Background: an optimization exercise with open tools, aiming at small area. Do not read the settings as production practice.
Function was checked by simulation only, so behaviour that the tests miss may differ from the original.
No activity file was given, so power comes from the tool's default toggle rates.

Setup of build 45:
## core_btb
module core_btb (
  input  logic        clk,
  input  logic        rst,
  input  logic [31:0] pc_in,
  input  logic        pc_go,
  input  logic        update_v,
  input  logic [31:0] update_pc,
  input  logic [31:0] update_target,
  input  logic [1:0]  update_type,
  input  logic        update_taken,
  input  logic        update_kill,
  output logic        btb_v,
  output logic [1:0]  btb_type,
  output logic [31:0] btb_target,
  output logic [31:0] ras_target
);
  localparam logic [1:0] BR  = 2'b00;
  localparam logic [1:0] JAL = 2'b10;
  localparam logic [1:0] JR  = 2'b11;
  logic [15:0] r_valid;
  logic [25:0] r_tag    [16];
  logic [1:0]  r_type   [16];
  logic [1:0]  r_ctr    [16];
  logic [31:0] r_target [16];
  logic [31:0] r_stack  [4];
  logic [1:0]  r_top;
  logic [2:0]  r_cnt;
  logic        w_unused;
  assign w_unused = &{1'b0, pc_in[1:0], update_pc[1:0]};
  logic [15:0] w_sel, w_usel;
  always_comb begin
    for (int i = 0; i < 16; i++) begin
      w_sel[i]  = (pc_in[5:2] == 4'(i));
      w_usel[i] = (update_pc[5:2] == 4'(i));
    end
  end
  logic [25:0] w_tag;
  logic [1:0]  w_type;
  logic        w_ctr1;
  logic [31:0] w_target;
  logic        w_valid;
  always_comb begin
    w_tag = '0; w_type = '0; w_ctr1 = 1'b0; w_target = '0; w_valid = 1'b0;
    for (int i = 0; i < 16; i++) begin
      w_tag    = w_tag    | ({26{w_sel[i]}} & r_tag[i]);
      w_type   = w_type   | ({2{w_sel[i]}}  & r_type[i]);
      w_ctr1   = w_ctr1   | (w_sel[i] & r_ctr[i][1]);
      w_target = w_target | ({32{w_sel[i]}} & r_target[i]);
      w_valid  = w_valid  | (w_sel[i] & r_valid[i]);
    end
  end
  logic [25:0] w_utag;
  logic [1:0]  w_uctr;
  logic        w_uvalid;
  always_comb begin
    w_utag = '0; w_uctr = '0; w_uvalid = 1'b0;
    for (int i = 0; i < 16; i++) begin
      w_utag   = w_utag   | ({26{w_usel[i]}} & r_tag[i]);
      w_uctr   = w_uctr   | ({2{w_usel[i]}}  & r_ctr[i]);
      w_uvalid = w_uvalid | (w_usel[i] & r_valid[i]);
    end
  end
  logic w_hit, w_nonempty, w_push, w_pop;
  assign w_hit      = w_valid && (w_tag == pc_in[31:6]);
  assign w_nonempty = (r_cnt != 3'd0);
  assign w_push     = pc_go && w_hit && (w_type == JAL);
  assign w_pop      = pc_go && w_hit && (w_type == JR) && w_nonempty;
  assign btb_type   = w_hit ? w_type : 2'b00;
  ...
Size in the first run: roughly 2,800 cells after synthesis, ~1,100 flip-flops, about 0.045 sq mm of cells after synthesis.
export LEC_CHECK = 0
export CAP_MARGIN = 20
export CORE_MARGIN = 2
export CORE_UTILIZATION = 40
export GPL_ROUTABILITY_DRIVEN = 0
export PLACE_DENSITY = 0.75
export SLEW_MARGIN = 20
create_clock -name core_clock -period 6.5 [get_ports {clk}]
standard.sh (not shown) runs the stock make flow with config.mk's settings and CLKGATE_MAP_FILE= SYNTH_SCRIPT=/design/flow/synth_recipe.tcl, a recipe that flattens the netlist after the stock synthesis.
==> flow/flow/run.sh <==
#!/bin/bash
# Own layout flow: the standard ORFS flow (standard.sh) with these changes:
#  - Yosys's ABC mapping script is replaced by a delay-oriented mapping without ORFS's extra
#    restructuring rounds and buffering (flow/abc.script); registers map exactly as in the
#    standard synthesis, which only runs ABC on the combinational logic;
#  - every input and output port still gets a buffer, but a plain buf_2 instead of the clock
#    delay cell buffer_ports picks by default;
#  - clock tree synthesis uses clkbuf_8 buffers, sink clusters of up to 16 flip-flops within
#    60 um, and no dummy loads.
# All make/ORFS output goes to orfs_make.log here and ORFS's own logs under orfs/logs.
# Own layout flow: the standard ORFS flow (standard.sh) with three changes:
#  - Yosys's ABC mapping script is replaced by a delay-oriented mapping without ORFS's extra
#    restructuring rounds and buffering (flow/abc.script); registers map exactly as in the
#    standard synthesis, which only runs ABC on the combinational logic;
#  - every input and output port still gets a buffer, but a plain buf_2 instead of the clock
#    delay cell buffer_ports picks by default;
#  - clock tree synthesis runs with ORFS's arguments plus -dont_use_dummy_load.
# All make/ORFS output goes to orfs_make.log here and ORFS's own logs under orfs/logs.
set -euo pipefail
here=$(pwd)
rm -rf "$here/scripts_local"
cp -r "$FLOW_HOME/scripts" "$here/scripts_local"
cp "$here/flow/abc.script" "$here/scripts_local/abc_speed.script"
export SCRIPTS_DIR="$here/scripts_local"
export REMOVE_ABC_BUFFERS=1
export BUFFER_PORTS_ARGS="-buffer_cell sky130_fd_sc_hd__buf_2"
export CTS_ARGS="-sink_clustering_enable -repair_clock_nets -dont_use_dummy_load -buf_list sky130_fd_sc_hd__clkbuf_8 -sink_clustering_size 16 -sink_clustering_max_diameter 60"
bash standard.sh > "$here/orfs_make.log" 2>&1
==> flow/flow/abc.script <==
&get -n
&st
&dch
&nf
&put
topo
Edits applied to the flow inputs when going from build 45 to build 97:
Settings: GPL_ROUTABILITY_DRIVEN no longer set, was 0.
==> flow/flow/run.sh <==
#!/bin/bash
# Own layout flow: the standard ORFS flow (standard.sh) with these changes:
#  - Yosys's ABC mapping script is replaced by a delay-oriented mapping without ORFS's extra
#    restructuring rounds and buffering (flow/abc.script); registers map exactly as in the
#    standard synthesis, which only runs ABC on the combinational logic;
#  - the floorplan step skips its pre-placement timing repair (REMOVE_ABC_BUFFERS=1; the mapped
#    netlist holds no buffers to remove);
#  - every input and output port still gets a buffer, but a plain buf_2 instead of the clock
#    delay cell buffer_ports picks by default;
set -euo pipefail
here=$(pwd)
rm -rf "$here/scripts_local"
cp -r "$FLOW_HOME/scripts" "$here/scripts_local"
cp "$here/flow/abc.script" "$here/scripts_local/abc_speed.script"
export SCRIPTS_DIR="$here/scripts_local"
export REMOVE_ABC_BUFFERS=1
export BUFFER_PORTS_ARGS="-buffer_cell sky130_fd_sc_hd__buf_2"
export CTS_ARGS="-sink_clustering_enable -repair_clock_nets -dont_use_dummy_load -buf_list sky130_fd_sc_hd__clkbuf_4 -sink_clustering_size 10 -sink_clustering_max_diameter 40"
bash standard.sh > "$here/orfs_make.log" 2>&1
==> comparison <==
In the reports for build 97 and build 45, the smaller clock skew belongs to build 97. Of build 97 and build 45, it is build 97 that has the lower shortest clock period the worst path allows after layout. When the final numbers for build 97 and build 45 were put side by side, the wire length of the first global-routing pass turned out to be smaller in build 45. Diff build 97..build 45 | cell area | negligible. The overall power was comparable across build 97 and build 45. Build 45 went all the way through synthesis, placement and routing and the layout is clean on timing, DRC and antenna. Build 97: full flow OK, the timing, design-rule and antenna checks passed. ~same post-CTS repair timing setup buffer count in build 97 and build 45. In the flow results for build 97 and build 45, the fraction of the cycle the final worst path needs is larger on build 45. Build 97 vs. build 45: wire length on met3 went up by 670 um, maximum clock rate went up by 0.00092 GHz.
Modified inputs, build 7 compared to build 97
Settings: GPL_TIMING_DRIVEN: unset -> 0; PLACE_DENSITY: 0.75 -> unset.
--- a/flow/flow/run.sh
+++ b/flow/flow/run.sh
@@ -2 +2 @@
-# Own layout flow: the standard ORFS flow (standard.sh) with these changes:
+# Own layout flow: the standard ORFS flow (standard.sh) with three changes:
@@ -6,2 +5,0 @@
-#  - the floorplan step skips its pre-placement timing repair (REMOVE_ABC_BUFFERS=1; the mapped
-#    netlist holds no buffers to remove);
@@ -9,0 +8,2 @@
+#  - clock tree synthesis runs with ORFS's arguments plus -dont_use_dummy_load.
+# All make/ORFS output goes to orfs_make.log here and ORFS's own logs under orfs/logs.
@@ -16 +15,0 @@
-export REMOVE_ABC_BUFFERS=1
@@ -18 +17 @@
-export CTS_ARGS="-sink_clustering_enable -repair_clock_nets -dont_use_dummy_load -buf_list sky130_fd_sc_hd__clkbuf_4 -sink_clustering_size 10 -sink_clustering_max_diameter 40"
+export CTS_ARGS="-sink_clustering_enable -repair_clock_nets -dont_use_dummy_load -buf_list sky130_fd_sc_hd__clkbuf_8 -sink_clustering_size 16 -sink_clustering_max_diameter 60"
--- outcome ---
- No crash in build 7: every stage finished, but the layout fails its final checks due to negative setup slack.
- The wire length of the first global-routing pass of build 7 is higher than that of build 97.
- Biggest fanout along the worst timing path: build 7 < build 97
- In the flow results for build 7 and build 97, the met3 demand-to-capacity share in global routing is smaller on build 7.
- in2reg as the kind of path behind the tightest hold check was reported by build 97, and reg2reg by build 7.
- Final design area excluding fillers: build 7 vs build 97 up about 3.2%
> inputs changed (build 7 -> build 25)
Settings: GPL_TIMING_DRIVEN: 0 -> unset.
--- outcome ---
Per the final summary, build 25 finished and its layout is clean on timing, DRC and antenna.
Changes observed in build 25 relative to build 7: setup slack after layout went up by 0.20 ns; largest net degree at the start of global routing rose by 25%; part of the power in combinational logic decreased 0.3 points.
Compared with build 7, build 25 shows a lower post-synthesis to final-layout area growth.
Transition at the pin with the smallest max-transition slack, build 7 and build 25: smaller value in build 7
| share of the core filled with cells in the final layout | higher: build 7 |
Quantity of gates resized following cts (lower): build 25
pc_in[3] as the critical path startpoint was reported by build 7, and pc_in[2] by build 25.

========
Starting RTL as in the previous note.
==> flow/config.mk <==
export PLATFORM = sky130hd
export DESIGN_NAME = core_btb
export DESIGN_NICKNAME = core_btb
export VERILOG_FILES = /design/flow/design.v
export SDC_FILE = /design/flow/constraint.sdc
export NUM_CORES = 4
export LEC_CHECK = 0
export CAP_MARGIN = 20
export CORE_MARGIN = 2
export CORE_UTILIZATION = 40
export SLEW_MARGIN = 20
==> flow/constraint.sdc <==
create_clock -name core_clock -period 6.5 [get_ports {clk}]
set_input_delay 1.3000 -clock core_clock [delete_from_list [all_inputs] [get_ports {clk}]]
set_output_delay 1.3000 -clock core_clock [all_outputs]
set_load 0.01 [all_outputs]
==> flow/flow/run.sh <==
#!/bin/bash
# Own layout flow: the standard ORFS flow (standard.sh) with these changes:
#  - Yosys's ABC mapping script is replaced by a delay-oriented mapping without ORFS's extra
#    restructuring rounds and buffering (flow/abc.script); registers map exactly as in the
#    standard synthesis, which only runs ABC on the combinational logic;
#  - every input and output port still gets a buffer, but a plain buf_2 instead of the clock
#    delay cell buffer_ports picks by default;
#  - clock tree synthesis uses clkbuf_8 buffers, sink clusters of up to 16 flip-flops within
#    60 um, and no dummy loads.
# All make/ORFS output goes to orfs_make.log here and ORFS's own logs under orfs/logs.
# Own layout flow: the standard ORFS flow (standard.sh) with three changes:
#  - Yosys's ABC mapping script is replaced by a delay-oriented mapping without ORFS's extra
#    restructuring rounds and buffering (flow/abc.script); registers map exactly as in the
#    standard synthesis, which only runs ABC on the combinational logic;
#  - every input and output port still gets a buffer, but a plain buf_2 instead of the clock
#    delay cell buffer_ports picks by default;
#  - clock tree synthesis runs with ORFS's arguments plus -dont_use_dummy_load.
# All make/ORFS output goes to orfs_make.log here and ORFS's own logs under orfs/logs.
set -euo pipefail
here=$(pwd)
rm -rf "$here/scripts_local"
cp -r "$FLOW_HOME/scripts" "$here/scripts_local"
cp "$here/flow/abc.script" "$here/scripts_local/abc_speed.script"
export SCRIPTS_DIR="$here/scripts_local"
export BUFFER_PORTS_ARGS="-buffer_cell sky130_fd_sc_hd__buf_2"
export CTS_ARGS="-sink_clustering_enable -repair_clock_nets -dont_use_dummy_load -buf_list sky130_fd_sc_hd__clkbuf_8 -sink_clustering_size 20 -sink_clustering_max_diameter 50"
bash standard.sh > "$here/orfs_make.log" 2>&1
Scripts as last shown in full above: flow/flow/abc.script
The starting point passed the timing, design-rule and antenna checks.
Edit:
==> flow/flow/run.sh (replaced) <==
#!/bin/bash
# Own layout flow: the standard ORFS flow (standard.sh) with these changes:
#  - Yosys's ABC mapping script is replaced by a delay-oriented mapping without ORFS's extra
#    restructuring rounds and buffering (flow/abc.script); registers map exactly as in the
#    standard synthesis, which only runs ABC on the combinational logic;
#  - the floorplan step skips its pre-placement timing repair (REMOVE_ABC_BUFFERS=1; the mapped
#    netlist holds no buffers to remove);
#  - every input and output port still gets a buffer, but a plain buf_2 instead of the clock
#    delay cell buffer_ports picks by default;
set -euo pipefail
here=$(pwd)
rm -rf "$here/scripts_local"
cp -r "$FLOW_HOME/scripts" "$here/scripts_local"
cp "$here/flow/abc.script" "$here/scripts_local/abc_speed.script"
export SCRIPTS_DIR="$here/scripts_local"
export REMOVE_ABC_BUFFERS=1
export BUFFER_PORTS_ARGS="-buffer_cell sky130_fd_sc_hd__buf_2"
export CTS_ARGS="-sink_clustering_enable -repair_clock_nets -dont_use_dummy_load -buf_list sky130_fd_sc_hd__clkbuf_8 -sink_clustering_size 16 -sink_clustering_max_diameter 60"
bash standard.sh > "$here/orfs_make.log" 2>&1
CORE_UTILIZATION = 45   (was 40)
PLACE_DENSITY = 0.75   (was unset)
Effect: Design area goes down by 2.0%. Sequential power stays flat. Setup slack loses 0.022 ns. First-iteration DRC count climbs by 24%. Total power falls by 3.0%. Cell count drops by 5.3%. Routed wire length falls by 5.2%. Synthesized area does not change. Flip-flop and latch count is unchanged. Utilization increases by 4.8 points.
Edit:
--- a/flow/flow/run.sh
+++ b/flow/flow/run.sh
@@ -2 +2 @@
-# Own layout flow: the standard ORFS flow (standard.sh) with these changes:
+# Own layout flow: the standard ORFS flow (standard.sh) with three changes:
@@ -6,2 +5,0 @@
-#  - the floorplan step skips its pre-placement timing repair (REMOVE_ABC_BUFFERS=1; the mapped
-#    netlist holds no buffers to remove);
@@ -9,0 +8,2 @@
+#  - clock tree synthesis runs with ORFS's arguments plus -dont_use_dummy_load.
+# All make/ORFS output goes to orfs_make.log here and ORFS's own logs under orfs/logs.
@@ -16 +15,0 @@
-export REMOVE_ABC_BUFFERS=1
@@ -18 +17 @@
-export CTS_ARGS="-sink_clustering_enable -repair_clock_nets -dont_use_dummy_load -buf_list sky130_fd_sc_hd__clkbuf_8 -sink_clustering_size 16 -sink_clustering_max_diameter 60"
+export CTS_ARGS="-sink_clustering_enable -repair_clock_nets -dont_use_dummy_load -sink_clustering_size 25 -sink_clustering_max_diameter 70"
CORE_UTILIZATION = 40   (was 45)
PLACE_DENSITY = unset   (was 0.75)
Effect: Final cell count increases by a few percent; die area increases by roughly a tenth; core utilization decreases by 4.6 points.
Edit:
--- a/flow/flow/run.sh
+++ b/flow/flow/run.sh
@@ -2 +2 @@
-# Own layout flow: the standard ORFS flow (standard.sh) with three changes:
+# Own layout flow: the standard ORFS flow (standard.sh) with these changes:
@@ -5,0 +6,2 @@
+#  - the floorplan step skips its pre-placement timing repair (REMOVE_ABC_BUFFERS=1; the mapped
+#    netlist holds no buffers to remove);
@@ -8,2 +9,0 @@
-#  - clock tree synthesis runs with ORFS's arguments plus -dont_use_dummy_load.
-# All make/ORFS output goes to orfs_make.log here and ORFS's own logs under orfs/logs.
@@ -15,0 +16 @@
+export REMOVE_ABC_BUFFERS=1
@@ -17 +18 @@
-export CTS_ARGS="-sink_clustering_enable -repair_clock_nets -dont_use_dummy_load -sink_clustering_size 25 -sink_clustering_max_diameter 70"
+export CTS_ARGS="-sink_clustering_enable -repair_clock_nets -dont_use_dummy_load -buf_list sky130_fd_sc_hd__clkbuf_8 -sink_clustering_size 16 -sink_clustering_max_diameter 60"
PLACE_DENSITY = 0.75   (was unset)
Sequential power hardly moves.
Combinational power fell by 3.7%.
Setup slack degrades by 0.068 ns.

========
== alpha ==
core_btb again, from the RTL that the note above started with.
clock: 6.5 ns
lec_check: 0
cap_margin: 20
core_margin: 2
core_utilization: 40
slew_margin: 20
run.sh (not shown) runs the stock make flow with config.mk's settings and CLKGATE_MAP_FILE= SYNTH_SCRIPT=/design/flow/synth_recipe.tcl, a recipe that flattens the netlist after the stock synthesis.
Stock flow here: none of the scripts above is used.
The flow did not stop early for alpha: all stages ran, and the layout cleared the timing, design-rule and antenna checks.
Input changes introduced in beta (baseline for comparison: alpha):
==> flow/flow/run.sh (new file) <==
#!/bin/bash
# Own layout flow: the standard ORFS flow (standard.sh) with these changes:
#  - Yosys's ABC mapping script is replaced by a delay-oriented mapping without ORFS's extra
#    restructuring rounds and buffering (flow/abc.script); registers map exactly as in the
#    standard synthesis, which only runs ABC on the combinational logic;
#  - every input and output port still gets a buffer, but a plain buf_2 instead of the clock
#    delay cell buffer_ports picks by default;
#  - clock tree synthesis uses clkbuf_8 buffers, sink clusters of up to 16 flip-flops within
#    60 um, and no dummy loads.
# All make/ORFS output goes to orfs_make.log here and ORFS's own logs under orfs/logs.
# Own layout flow: the standard ORFS flow (standard.sh) with three changes:
#  - Yosys's ABC mapping script is replaced by a delay-oriented mapping without ORFS's extra
#    restructuring rounds and buffering (flow/abc.script); registers map exactly as in the
#    standard synthesis, which only runs ABC on the combinational logic;
#  - every input and output port still gets a buffer, but a plain buf_2 instead of the clock
#    delay cell buffer_ports picks by default;
#  - clock tree synthesis runs with ORFS's arguments plus -dont_use_dummy_load.
# All make/ORFS output goes to orfs_make.log here and ORFS's own logs under orfs/logs.
set -euo pipefail
here=$(pwd)
rm -rf "$here/scripts_local"
cp -r "$FLOW_HOME/scripts" "$here/scripts_local"
cp "$here/flow/abc.script" "$here/scripts_local/abc_speed.script"
export SCRIPTS_DIR="$here/scripts_local"
export BUFFER_PORTS_ARGS="-buffer_cell sky130_fd_sc_hd__buf_2"
export CTS_ARGS="-sink_clustering_enable -repair_clock_nets -dont_use_dummy_load -buf_list sky130_fd_sc_hd__clkbuf_8 -sink_clustering_size 16 -sink_clustering_max_diameter 60"
bash standard.sh > "$here/orfs_make.log" 2>&1
==> flow/flow/abc.script (new file) <==
&get -n
&st
&dch
&nf
&put
topo
==> flow/standard.sh (new file) <==
#!/bin/bash
# synth_recipe.tcl (not shown) runs the flow's synth.tcl, then flattens the netlist and writes it again
# the make line also repeats each setting of config.mk as NAME=value (left out here)
make -C /OpenROAD-flow-scripts/flow DESIGN_CONFIG=/design/flow/config.mk WORK_HOME=/design/flow/orfs CLKGATE_MAP_FILE= SYNTH_SCRIPT=/design/flow/synth_recipe.tcl "${@:-finish}"
removed: flow/run.sh
### Flow results
- beta: done, clean on timing, DRC and antenna
- alpha reached the end of the flow, and the finished layout is clean on the timing, design-rule and antenna checks.
- Between beta and alpha, wire length on met3 is lower for beta, alpha comes in above that.
- A endpoint of the most critical setup path of btb_target[11] is what alpha shows, while btb_target[7] belongs to beta.
- In beta the y dimension of the die turned out about 4.4% lower than in alpha.
- Lower total power among beta and alpha: beta
### beta -> gamma
-- flow/flow/run.sh --
<<< beta, line 2
# Own layout flow: the standard ORFS flow (standard.sh) with these changes:
#  - Yosys's ABC mapping script is replaced by a delay-oriented mapping without ORFS's extra
#    restructuring rounds and buffering (flow/abc.script); registers map exactly as in the
#    standard synthesis, which only runs ABC on the combinational logic;
#  - every input and output port still gets a buffer, but a plain buf_2 instead of the clock
#    delay cell buffer_ports picks by default;
#  - clock tree synthesis uses clkbuf_8 buffers, sink clusters of up to 16 flip-flops within
#    60 um, and no dummy loads.
# All make/ORFS output goes to orfs_make.log here and ORFS's own logs under orfs/logs.
>>> gamma, line 2
<<< beta, line 26
export CTS_ARGS="-sink_clustering_enable -repair_clock_nets -dont_use_dummy_load -buf_list sky130_fd_sc_hd__clkbuf_8 -sink_clustering_size 16 -sink_clustering_max_diameter 60"
>>> gamma, line 17
export CTS_ARGS="-sink_clustering_enable -repair_clock_nets -dont_use_dummy_load"
Notes after the runs:
Non-clock buffer count came out exactly the same in beta and gamma.
The routed wire length number comes out higher for gamma vs beta.
gamma vs beta: cell count up in gamma
gamma: all stages complete, timing, DRC and antenna checks passed
Compared with beta, gamma shows a area of all placed cells without fillers that is about 3% higher.
Between gamma and beta, it is gamma whose worst setup slack is higher, by 0.011 ns.
Transition at the pin with the smallest max-transition slack, beta and gamma, higher one = beta.
Re total power: gamma is 17% up on beta.
gamma: internal power is 19% higher than what beta reported.
Input changes introduced in delta (baseline for comparison: gamma):
-- flow/flow/run.sh --
<<< gamma, line 2
>>> delta, line 2
# Own layout flow: the standard ORFS flow (standard.sh) with these changes:
#  - Yosys's ABC mapping script is replaced by a delay-oriented mapping without ORFS's extra
#    restructuring rounds and buffering (flow/abc.script); registers map exactly as in the
#    standard synthesis, which only runs ABC on the combinational logic;
#  - every input and output port still gets a buffer, but a plain buf_2 instead of the clock
#    delay cell buffer_ports picks by default;
#  - clock tree synthesis uses clkbuf_8 buffers, sink clusters of up to 16 flip-flops within
#    60 um, and no dummy loads.
# All make/ORFS output goes to orfs_make.log here and ORFS's own logs under orfs/logs.
<<< gamma, line 16
>>> delta, line 25
export REMOVE_ABC_BUFFERS=1
<<< gamma, line 17
export CTS_ARGS="-sink_clustering_enable -repair_clock_nets -dont_use_dummy_load"
>>> delta, line 27
export CTS_ARGS="-sink_clustering_enable -repair_clock_nets -dont_use_dummy_load -buf_list sky130_fd_sc_hd__clkbuf_8 -sink_clustering_size 16 -sink_clustering_max_diameter 60"
Findings:
Average wire length per cell after detail routing: delta vs gamma, no meaningful difference
delta vs gamma: number of clock buffers in the layout down by more than 10%
gamma vs delta, cell with the largest stage delay on the worst path: a222oi_1 vs nor3b_4
Worst path setup slack after routing in delta vs gamma: down 0.027 ns
In the flow results for delta and gamma, the total design power is larger on gamma.

-- afterwards: timing with drivers on the ports --
How much do the figures lean on ideal ports? The routed layouts below were timed once more, with nothing changed but the port constraints.
Step 1 (the two cells are an assumption about what drives the block):
set clk [get_ports {clk}]
set_driving_cell -lib_cell sky130_fd_sc_hd__clkbuf_16 $clk
set_driving_cell -lib_cell sky130_fd_sc_hd__buf_2 [delete_from_list [all_inputs] $clk]
Step 2 moves the port delays by t, midway between the first and last clock arrival at a register: inputs arrive t later, outputs are due t later. That takes back most of the time a late clock gives input paths.
Three values: no drivers, after step 1, after step 2; two values: the first two.
| run | t (ns) | setup WS [ns] | worst register clock-pin slew, ns |
|---|---|---|---|
| build 45 | 0.778 | 0.103 / 0.065 / 0.065 | 0.11 / 0.11 |
| build 97 | 1.083 | 0.140 / 0.102 / 0.102 | 0.12 / 0.12 |
| build 7 | 0.790 | -0.008 / -0.046 / -0.837 | 0.11 / 0.11 |
| build 25 | 0.819 | 0.195 / 0.168 / 0.168 | 0.11 / 0.11 |
| the first run of note 2 | 0.819 | 0.189 / 0.162 / 0.129 | 0.11 / 0.11 |
| the second run of note 2 | 0.762 | 0.167 / 0.143 / -0.009 | 0.11 / 0.11 |
| the third run of note 2 | 0.704 | 0.171 / 0.145 / 0.115 | 0.10 / 0.10 |
| the fourth run of note 2 | 0.778 | 0.103 / 0.065 / 0.065 | 0.11 / 0.11 |
| alpha | 0.799 | 0.200 / 0.175 / 0.175 | 0.07 / 0.07 |
| beta | 0.819 | 0.195 / 0.168 / 0.168 | 0.11 / 0.11 |
| gamma | 0.759 | 0.206 / 0.179 / 0.083 | 0.07 / 0.07 |
| delta | 0.818 | 0.179 / 0.159 / 0.149 | 0.10 / 0.10 |
With both steps, setup timing fails in the second run of note 2, where it was met with ideal ports. For build 7, which loses most, drivers alone change the setup slack by -0.038 ns; drivers and shift together by -0.829 ns.
